What follows belongs to an exercise in optimizing a design on an open flow for small area; a production flow would make more cautious choices.
Function was checked by simulation only, so behaviour that the tests miss may differ from the original.
Power figures rest on the tool's default switching activity, not on a simulated workload.

==> v28: inputs <==
==> flow/design.v <==
`default_nettype none
package biquad_pkg;
    typedef enum logic [1:0] {
        ST_IDLE      = 2'd0,
        ST_FETCH     = 2'd1,
        ST_NEXT      = 2'd2,
        ST_WAIT_SWAP = 2'd3
    } loader_state_t;
    localparam int B0 = 0;
    localparam int B1 = 1;
    localparam int B2 = 2;
    localparam int A1 = 3;
    localparam int A2 = 4;
    localparam int DEFAULT_TIMEOUT = 255;
endpackage
`default_nettype wire
`default_nettype none
module biquad_coeff_bank #(
    parameter int  DATA_W = 64,
    parameter int  N_SECT = 4,
    parameter int  N_COEF = 5,
    localparam int SECT_W = (N_SECT > 1) ? $clog2(N_SECT) : 1,
    localparam int IDX_W  = (N_COEF > 1) ? $clog2(N_COEF) : 1
) (
    input  logic              clk,
    input  logic              rst,
    input  logic              i_wr_en,
    input  logic [DATA_W-1:0] i_wr_dat,
    input  logic              i_swap,
    input  logic [SECT_W-1:0] i_rd_sect,
    input  logic [IDX_W-1:0]  i_rd_idx,
    output logic [DATA_W-1:0] o_rd_dat
);
    localparam int c_N_WORDS = N_SECT * N_COEF;
    logic [DATA_W-1:0] r_shadow [c_N_WORDS];
    logic [DATA_W-1:0] r_active [c_N_WORDS];
    logic [c_N_WORDS-1:0] r_sel;
    always_ff @(posedge clk) begin
        if (i_wr_en) begin
            for (int i = 0; i < c_N_WORDS - 1; i++) begin
                r_shadow[i] <= r_shadow[i+1];
            end
            r_shadow[c_N_WORDS-1] <= i_wr_dat;
        end
        if (i_swap) begin
            for (int i = 0; i < c_N_WORDS; i++) begin
                r_active[i] <= r_shadow[i];
            end
        end
    end
    logic r_valid;
    logic w_valid;
    assign w_valid = r_valid | i_swap;
    always_ff @(posedge clk or posedge rst) begin
        if (rst) begin
            r_valid <= 1'b0;
            r_sel   <= '0;
        end else begin
            r_valid <= w_valid;
            for (int s = 0; s < N_SECT; s++) begin
                for (int c = 0; c < N_COEF; c++) begin
                    r_sel[s*N_COEF + c] <= w_valid && i_rd_sect == SECT_W'(s) && i_rd_idx == IDX_W'(c);
                end
            end
        end
    end
    always_comb begin
        o_rd_dat = '0;
        for (int i = 0; i < c_N_WORDS; i++) begin
            o_rd_dat = o_rd_dat | (r_active[i] & {DATA_W{r_sel[i]}});
        end
    end
endmodule
`default_nettype wire
`default_nettype none
module wb_biquad_coeff_loader #(
    parameter int  DATA_W  = 64,
    parameter int  ADDR_W  = 9,
    parameter int  N_SECT  = 4,
    parameter int  N_COEF  = 5,
    parameter int  TIMEOUT = biquad_pkg::DEFAULT_TIMEOUT,
    localparam int SECT_W  = (N_SECT > 1) ? $clog2(N_SECT) : 1,
    localparam int IDX_W   = (N_COEF > 1) ? $clog2(N_COEF) : 1
) (
    input  logic              wb_clk_i,
    input  logic              wb_rst_i,
    output logic              coeff_wbm_cyc_o,
    output logic              coeff_wbm_stb_o,
    output logic [ADDR_W-1:0] coeff_wbm_adr_o,
    input  logic [DATA_W-1:0] coeff_wbm_dat_i,
    input  logic              coeff_wbm_ack_i,
    input  logic [ADDR_W-1:0] base_adr_i,
    input  logic              load_i,
    input  logic              sample_stb_i,
    input  logic [SECT_W-1:0] rd_sect_i,
    input  logic [IDX_W-1:0]  rd_idx_i,
    output logic [DATA_W-1:0] rd_dat_o,
    output logic              busy_o,
    output logic              done_o,
    output logic              err_o
);
    localparam int c_N_WORDS = N_SECT * N_COEF;
    localparam int W_W   = $clog2(c_N_WORDS);
    localparam int TMO_W = (TIMEOUT > 1) ? $clog2(TIMEOUT) : 1;
    localparam logic [W_W-1:0]   c_LAST_W   = W_W'(c_N_WORDS - 1);
    localparam logic [TMO_W-1:0] c_TMO_LAST = TMO_W'(TIMEOUT - 1);
    biquad_pkg::loader_state_t r_state;
    logic [ADDR_W-1:0] r_adr;
    logic [W_W-1:0]    r_w;
    logic [TMO_W-1:0]  r_tmo;
    logic              r_done;
    logic              r_err;
    logic              w_start;
    logic              w_wr_en;
    logic              w_abort;
    logic              w_swap;
    assign w_start = (r_state == biquad_pkg::ST_IDLE) && load_i;
    assign w_wr_en = (r_state == biquad_pkg::ST_FETCH) && coeff_wbm_ack_i;
    assign w_abort = (r_state == biquad_pkg::ST_FETCH) && !coeff_wbm_ack_i && (r_tmo == c_TMO_LAST);
    assign w_swap  = (r_state == biquad_pkg::ST_WAIT_SWAP) && sample_stb_i;
    always_ff @(posedge wb_clk_i or posedge wb_rst_i) begin
        if (wb_rst_i) begin
            r_state <= biquad_pkg::ST_IDLE;
            r_done  <= 1'b0;
            r_err   <= 1'b0;
        end else begin
            r_done <= w_swap;
            if (w_start) begin
                r_err <= 1'b0;
            end
            if (w_abort) begin
                r_err <= 1'b1;
            end
            case (r_state)
                biquad_pkg::ST_IDLE:
                    if (load_i) r_state <= biquad_pkg::ST_FETCH;
                biquad_pkg::ST_FETCH:
                    if (coeff_wbm_ack_i) r_state <= biquad_pkg::ST_NEXT;
                    else if (w_abort)    r_state <= biquad_pkg::ST_IDLE;
                biquad_pkg::ST_NEXT:
                    r_state <= (r_w == c_LAST_W) ? biquad_pkg::ST_WAIT_SWAP : biquad_pkg::ST_FETCH;
                default:
                    if (sample_stb_i) r_state <= biquad_pkg::ST_IDLE;
            endcase
        end
    end
    always_ff @(posedge wb_clk_i) begin
        if (w_start) begin
            r_adr <= base_adr_i;
            r_w   <= '0;
            r_tmo <= '0;
        end else begin
            if (r_state == biquad_pkg::ST_FETCH) begin
                r_tmo <= coeff_wbm_ack_i ? '0 : r_tmo + TMO_W'(1);
            end
            if (r_state == biquad_pkg::ST_NEXT) begin
                r_w   <= r_w + W_W'(1);
                r_adr <= r_adr + ADDR_W'(1);
            end
        end
    end
    biquad_coeff_bank #(
        .DATA_W (DATA_W),
        .N_SECT (N_SECT),
        .N_COEF (N_COEF)
    ) u_bank (
        .clk       (wb_clk_i),
        .rst       (wb_rst_i),
        .i_wr_en   (w_wr_en),
        .i_wr_dat  (coeff_wbm_dat_i),
        .i_swap    (w_swap),
        .i_rd_sect (rd_sect_i),
        .i_rd_idx  (rd_idx_i),
        .o_rd_dat  (rd_dat_o)
    );
    assign coeff_wbm_adr_o = r_adr;
    assign coeff_wbm_cyc_o = (r_state == biquad_pkg::ST_FETCH);
    assign coeff_wbm_stb_o = (r_state == biquad_pkg::ST_FETCH);
    assign busy_o          = (r_state != biquad_pkg::ST_IDLE);
    assign done_o          = r_done;
    assign err_o           = r_err;
endmodule
`default_nettype wire
==> flow/run.sh <==
#!/bin/bash
# synth_recipe.tcl (not shown) runs the flow's synth.tcl, then flattens the netlist and writes it again
# the make line also repeats each setting of config.mk as NAME=value (left out here)
make -C /OpenROAD-flow-scripts/flow DESIGN_CONFIG=/design/flow/config.mk WORK_HOME=/design/flow/orfs CLKGATE_MAP_FILE= SYNTH_SCRIPT=/design/flow/synth_recipe.tcl finish
==> flow/config.mk <==
export PLATFORM = sky130hd
export DESIGN_NAME = wb_biquad_coeff_loader
export DESIGN_NICKNAME = wb_biquad_coeff_loader
export VERILOG_FILES = /design/flow/design.v
export SDC_FILE = /design/flow/constraint.sdc
export NUM_CORES = 4
export LEC_CHECK = 0
export CAP_MARGIN = 20
export CORE_MARGIN = 2
export CORE_UTILIZATION = 65
export CTS_BUF_LIST = sky130_fd_sc_hd__clkbuf_4 sky130_fd_sc_hd__clkbuf_8
export SLEW_MARGIN = 20
==> flow/constraint.sdc <==
create_clock -name core_clock -period 8.0 [get_ports {wb_clk_i}]
set_input_delay 1.6000 -clock core_clock [delete_from_list [all_inputs] [get_ports {wb_clk_i}]]
set_output_delay 1.6000 -clock core_clock [all_outputs]
set_load 0.01 [all_outputs]
==> inputs of v19, as changes to v28 <==
==> flow/design.v (replaced) <==
`default_nettype none
package biquad_pkg;
    typedef enum logic [1:0] {
        ST_IDLE      = 2'd0,
        ST_FETCH     = 2'd1,
        ST_NEXT      = 2'd2,
        ST_WAIT_SWAP = 2'd3
    } loader_state_t;
    localparam int B0 = 0;
    localparam int B1 = 1;
    localparam int B2 = 2;
    localparam int A1 = 3;
    localparam int A2 = 4;
    localparam int DEFAULT_TIMEOUT = 255;
endpackage
`default_nettype wire
`default_nettype none
module biquad_coeff_bank #(
    parameter int  DATA_W = 64,
    parameter int  N_SECT = 4,
    parameter int  N_COEF = 5,
    parameter int  WR_W   = 5,
    localparam int SECT_W = (N_SECT > 1) ? $clog2(N_SECT) : 1,
    localparam int IDX_W  = (N_COEF > 1) ? $clog2(N_COEF) : 1
) (
    input  logic              clk,
    input  logic              rst,
    input  logic              i_wr_en,
    input  logic [WR_W-1:0]   i_wr_addr,
    input  logic [DATA_W-1:0] i_wr_dat,
    input  logic              i_swap,
    input  logic [SECT_W-1:0] i_rd_sect,
    input  logic [IDX_W-1:0]  i_rd_idx,
    output logic [DATA_W-1:0] o_rd_dat
);
    localparam int c_N_WORDS = N_SECT * N_COEF;
    logic [DATA_W-1:0] r_shadow [c_N_WORDS];
    logic [DATA_W-1:0] r_active [c_N_WORDS];
    logic [DATA_W-1:0] r_rd_dat;
    logic [DATA_W-1:0] w_rd_sel;
    always_comb begin
        w_rd_sel = '0;
        for (int s = 0; s < N_SECT; s++) begin
            for (int c = 0; c < N_COEF; c++) begin
                if (i_rd_sect == SECT_W'(s) && i_rd_idx == IDX_W'(c)) begin
                    w_rd_sel = i_swap ? r_shadow[s*N_COEF + c] : r_active[s*N_COEF + c];
                end
            end
        end
    end
    always_ff @(posedge clk or posedge rst) begin
        if (rst) begin
            for (int i = 0; i < c_N_WORDS; i++) begin
                r_shadow[i] <= '0;
                r_active[i] <= '0;
            end
            r_rd_dat <= '0;
        end else begin
            for (int i = 0; i < c_N_WORDS; i++) begin
                if (i_wr_en && i_wr_addr == WR_W'(i)) begin
                    r_shadow[i] <= i_wr_dat;
                end
                if (i_swap) begin
                    r_active[i] <= r_shadow[i];
                end
            end
            r_rd_dat <= w_rd_sel;
        end
    end
    assign o_rd_dat = r_rd_dat;
endmodule
`default_nettype wire
`default_nettype none
module wb_biquad_coeff_loader #(
    parameter int  DATA_W  = 64,
    parameter int  ADDR_W  = 9,
    parameter int  N_SECT  = 4,
    parameter int  N_COEF  = 5,
    parameter int  TIMEOUT = biquad_pkg::DEFAULT_TIMEOUT,
    localparam int SECT_W  = (N_SECT > 1) ? $clog2(N_SECT) : 1,
    localparam int IDX_W   = (N_COEF > 1) ? $clog2(N_COEF) : 1
) (
    input  logic              wb_clk_i,
    input  logic              wb_rst_i,
    output logic              coeff_wbm_cyc_o,
    output logic              coeff_wbm_stb_o,
    output logic [ADDR_W-1:0] coeff_wbm_adr_o,
    input  logic [DATA_W-1:0] coeff_wbm_dat_i,
    input  logic              coeff_wbm_ack_i,
    input  logic [ADDR_W-1:0] base_adr_i,
    input  logic              load_i,
    input  logic              sample_stb_i,
    input  logic [SECT_W-1:0] rd_sect_i,
    input  logic [IDX_W-1:0]  rd_idx_i,
    output logic [DATA_W-1:0] rd_dat_o,
    output logic              busy_o,
    output logic              done_o,
    output logic              err_o
);
    localparam int c_N_COEF_WORDS = N_SECT * N_COEF;
    localparam int c_N_WORDS = c_N_COEF_WORDS;
    localparam int W_W   = $clog2(c_N_WORDS + 1);
    localparam int TMO_W = (TIMEOUT > 1) ? $clog2(TIMEOUT) : 1;
    localparam logic [W_W-1:0]   c_LAST_W   = W_W'(c_N_WORDS - 1);
    localparam logic [TMO_W-1:0] c_TMO_LAST = TMO_W'(TIMEOUT - 1);
    biquad_pkg::loader_state_t     r_state;
    biquad_pkg::loader_state_t     w_state_nxt;
    logic [ADDR_W-1:0] r_base;
    logic [W_W-1:0]    r_w;
    logic [TMO_W-1:0]  r_tmo;
    logic              r_busy;
    logic              r_done;
    logic              r_err;
    logic              w_cyc;
    logic              w_start;
    logic              w_wr_en;
    logic              w_abort;
    logic              w_swap;
    always_ff @(posedge wb_clk_i or posedge wb_rst_i) begin
        if (wb_rst_i) begin
            r_state <= biquad_pkg::ST_IDLE;
        end else begin
            r_state <= w_state_nxt;
        end
    end
    always_comb begin
        w_state_nxt = r_state;
        w_cyc       = 1'b0;
        w_start     = 1'b0;
        w_wr_en     = 1'b0;
        w_abort     = 1'b0;
        w_swap      = 1'b0;
        case (r_state)
            biquad_pkg::ST_IDLE: begin
                if (load_i) begin
                    w_start     = 1'b1;
                    w_state_nxt = biquad_pkg::ST_FETCH;
                end
            end
            biquad_pkg::ST_FETCH: begin
                w_cyc = 1'b1;
                if (coeff_wbm_ack_i) begin
                    w_state_nxt = biquad_pkg::ST_NEXT;
                    w_wr_en = 1'b1;
                end else if (r_tmo == c_TMO_LAST) begin
                    w_abort     = 1'b1;
                    w_state_nxt = biquad_pkg::ST_IDLE;
                end
            end
            biquad_pkg::ST_NEXT: begin
                w_state_nxt = (r_w == c_LAST_W) ? biquad_pkg::ST_WAIT_SWAP : biquad_pkg::ST_FETCH;
            end
            biquad_pkg::ST_WAIT_SWAP: begin
                if (sample_stb_i) begin
                    w_swap      = 1'b1;
                    w_state_nxt = biquad_pkg::ST_IDLE;
                end
            end
            default: w_state_nxt = biquad_pkg::ST_IDLE;
        endcase
    end
    always_ff @(posedge wb_clk_i or posedge wb_rst_i) begin
        if (wb_rst_i) begin
            r_base <= '0;
            r_w    <= '0;
            r_tmo  <= '0;
            r_busy <= 1'b0;
            r_done <= 1'b0;
            r_err  <= 1'b0;
        end else begin
            r_done <= w_swap;
            if (w_start) begin
                r_base <= base_adr_i;
                r_w    <= '0;
                r_tmo  <= '0;
                r_err  <= 1'b0;
                r_busy <= 1'b1;
            end
            if (r_state == biquad_pkg::ST_FETCH) begin
                r_tmo <= coeff_wbm_ack_i ? '0 : r_tmo + TMO_W'(1);
            end
            if (r_state == biquad_pkg::ST_NEXT) begin
                r_w <= r_w + W_W'(1);
            end
            if (w_abort) begin
                r_err  <= 1'b1;
                r_busy <= 1'b0;
            end
            if (w_swap) begin
                r_busy <= 1'b0;
            end
        end
    end
    biquad_coeff_bank #(
        .DATA_W (DATA_W),
        .N_SECT (N_SECT),
        .N_COEF (N_COEF),
        .WR_W   (W_W)
    ) u_bank (
        .clk       (wb_clk_i),
        .rst       (wb_rst_i),
        .i_wr_en   (w_wr_en),
        .i_wr_addr (r_w),
        .i_wr_dat  (coeff_wbm_dat_i),
        .i_swap    (w_swap),
        .i_rd_sect (rd_sect_i),
        .i_rd_idx  (rd_idx_i),
        .o_rd_dat  (rd_dat_o)
    );
    assign coeff_wbm_adr_o = r_base + ADDR_W'(r_w);
    assign coeff_wbm_cyc_o = w_cyc;
    assign coeff_wbm_stb_o = w_cyc;
    assign busy_o          = r_busy;
    assign done_o          = r_done;
    assign err_o           = r_err;
endmodule
`default_nettype wire
Settings changed: CORE_UTILIZATION 65 to 45, CTS_BUF_LIST sky130_fd_sc_hd__clkbuf_4 sky130_fd_sc_hd__clkbuf_8 to default.
==> run notes <==
metric                                                                                             v28                                 v19
Worst hold slack across all endpoints                                                         0.413 ns                            0.451 ns
Result of the run                                                             timing/DRC/antenna clean            timing/DRC/antenna clean
Sequential share of cell area                                                                    80.4%                               54.1%
Worst hold path stage count                                                                          0                                   2
Min setup slack post-route                                                                     2.14 ns                             2.97 ns
Proportion of cell area spent on the clock network                                               7.83%                               7.73%
Count of placed standard cells in the final layout, fillers left out                              6180                               12000
Worst max-slew margin expressed relative to the limit                                            19.1%                               20.8%
Comb power frac                                                                                   6.9%                               20.5%
Synth Net Count                                                                                   3748                                8694
Post-placement setup slack                                                                     3.13 ns                             2.31 ns
Flip-flop and latch count after synthesis                                                         2607                                2651
P_clk                                                                                          10.6 mW                             13.3 mW
Post-synthesis cell type count                                                                      36                                  73
EDFF count, synth                                                                                 2569                                   0
Post-Synthesis Cell Area                                                                     86200 um2                          108000 um2
Routing usage on met2                                                                            39.7%                               40.8%
Beginning of the worst hold path                                      u_bank.r_shadow[0][50]$_DFFE_PP_  u_bank.r_shadow[8][12]$_DFFE_PP0P_
Multi-input combinational cell area                                                           7020 um2                           39300 um2
Share of the cycle needed by the critical path after routing                                     73.2%                               62.9%
# nets final                                                                                      4217                                8641
Worst flop-to-flop path endpoint                                      u_bank.r_shadow[0][42]$_DFFE_PP_       u_bank.r_rd_dat[10]$_DFF_PP0_
Vias in the first global route                                                                   39500                               70700
Adder and majority gate portion of the synthesized area                                        0.0581%                              0.157%
Total via count in the routed design                                                             39000                               67900

==> separate check: timing with driven ports <==
No port has a modelled driver above. Below, the same layouts with a new extraction and two added sets of constraints.
Step 1 (the two cells are an assumption about what drives the block):
set clk [get_ports {wb_clk_i}]
set_driving_cell -lib_cell sky130_fd_sc_hd__clkbuf_16 $clk
set_driving_cell -lib_cell sky130_fd_sc_hd__buf_2 [delete_from_list [all_inputs] $clk]
Step 2, shift: input delay + t, output delay - t, t = (earliest + latest rising clock arrival at the registers) / 2. This alone moves slack from input paths to output paths.
a / b / c = ideal / step 1 / step 2; a / b = the first two.
| run | shift t [ns] | setup WS [ns] | hold slack, ns | slew at the worst register clock pin (ns) | cell pins on the clock port's net |
|---|---|---|---|---|---|
| v28 | 1.050 | 2.140 / 2.067 / 3.117 | 0.413 / 0.413 / 0.413 | 0.07 / 0.07 | 1 |
| v19 | 1.001 | 2.972 / 2.876 / 2.267 | 0.451 / 0.451 / 0.451 | 0.07 / 0.07 | 1 |
After both steps every run listed still meets setup and hold. For v19, which loses most, drivers alone change the setup slack by -0.096 ns; drivers and shift together by -0.705 ns.
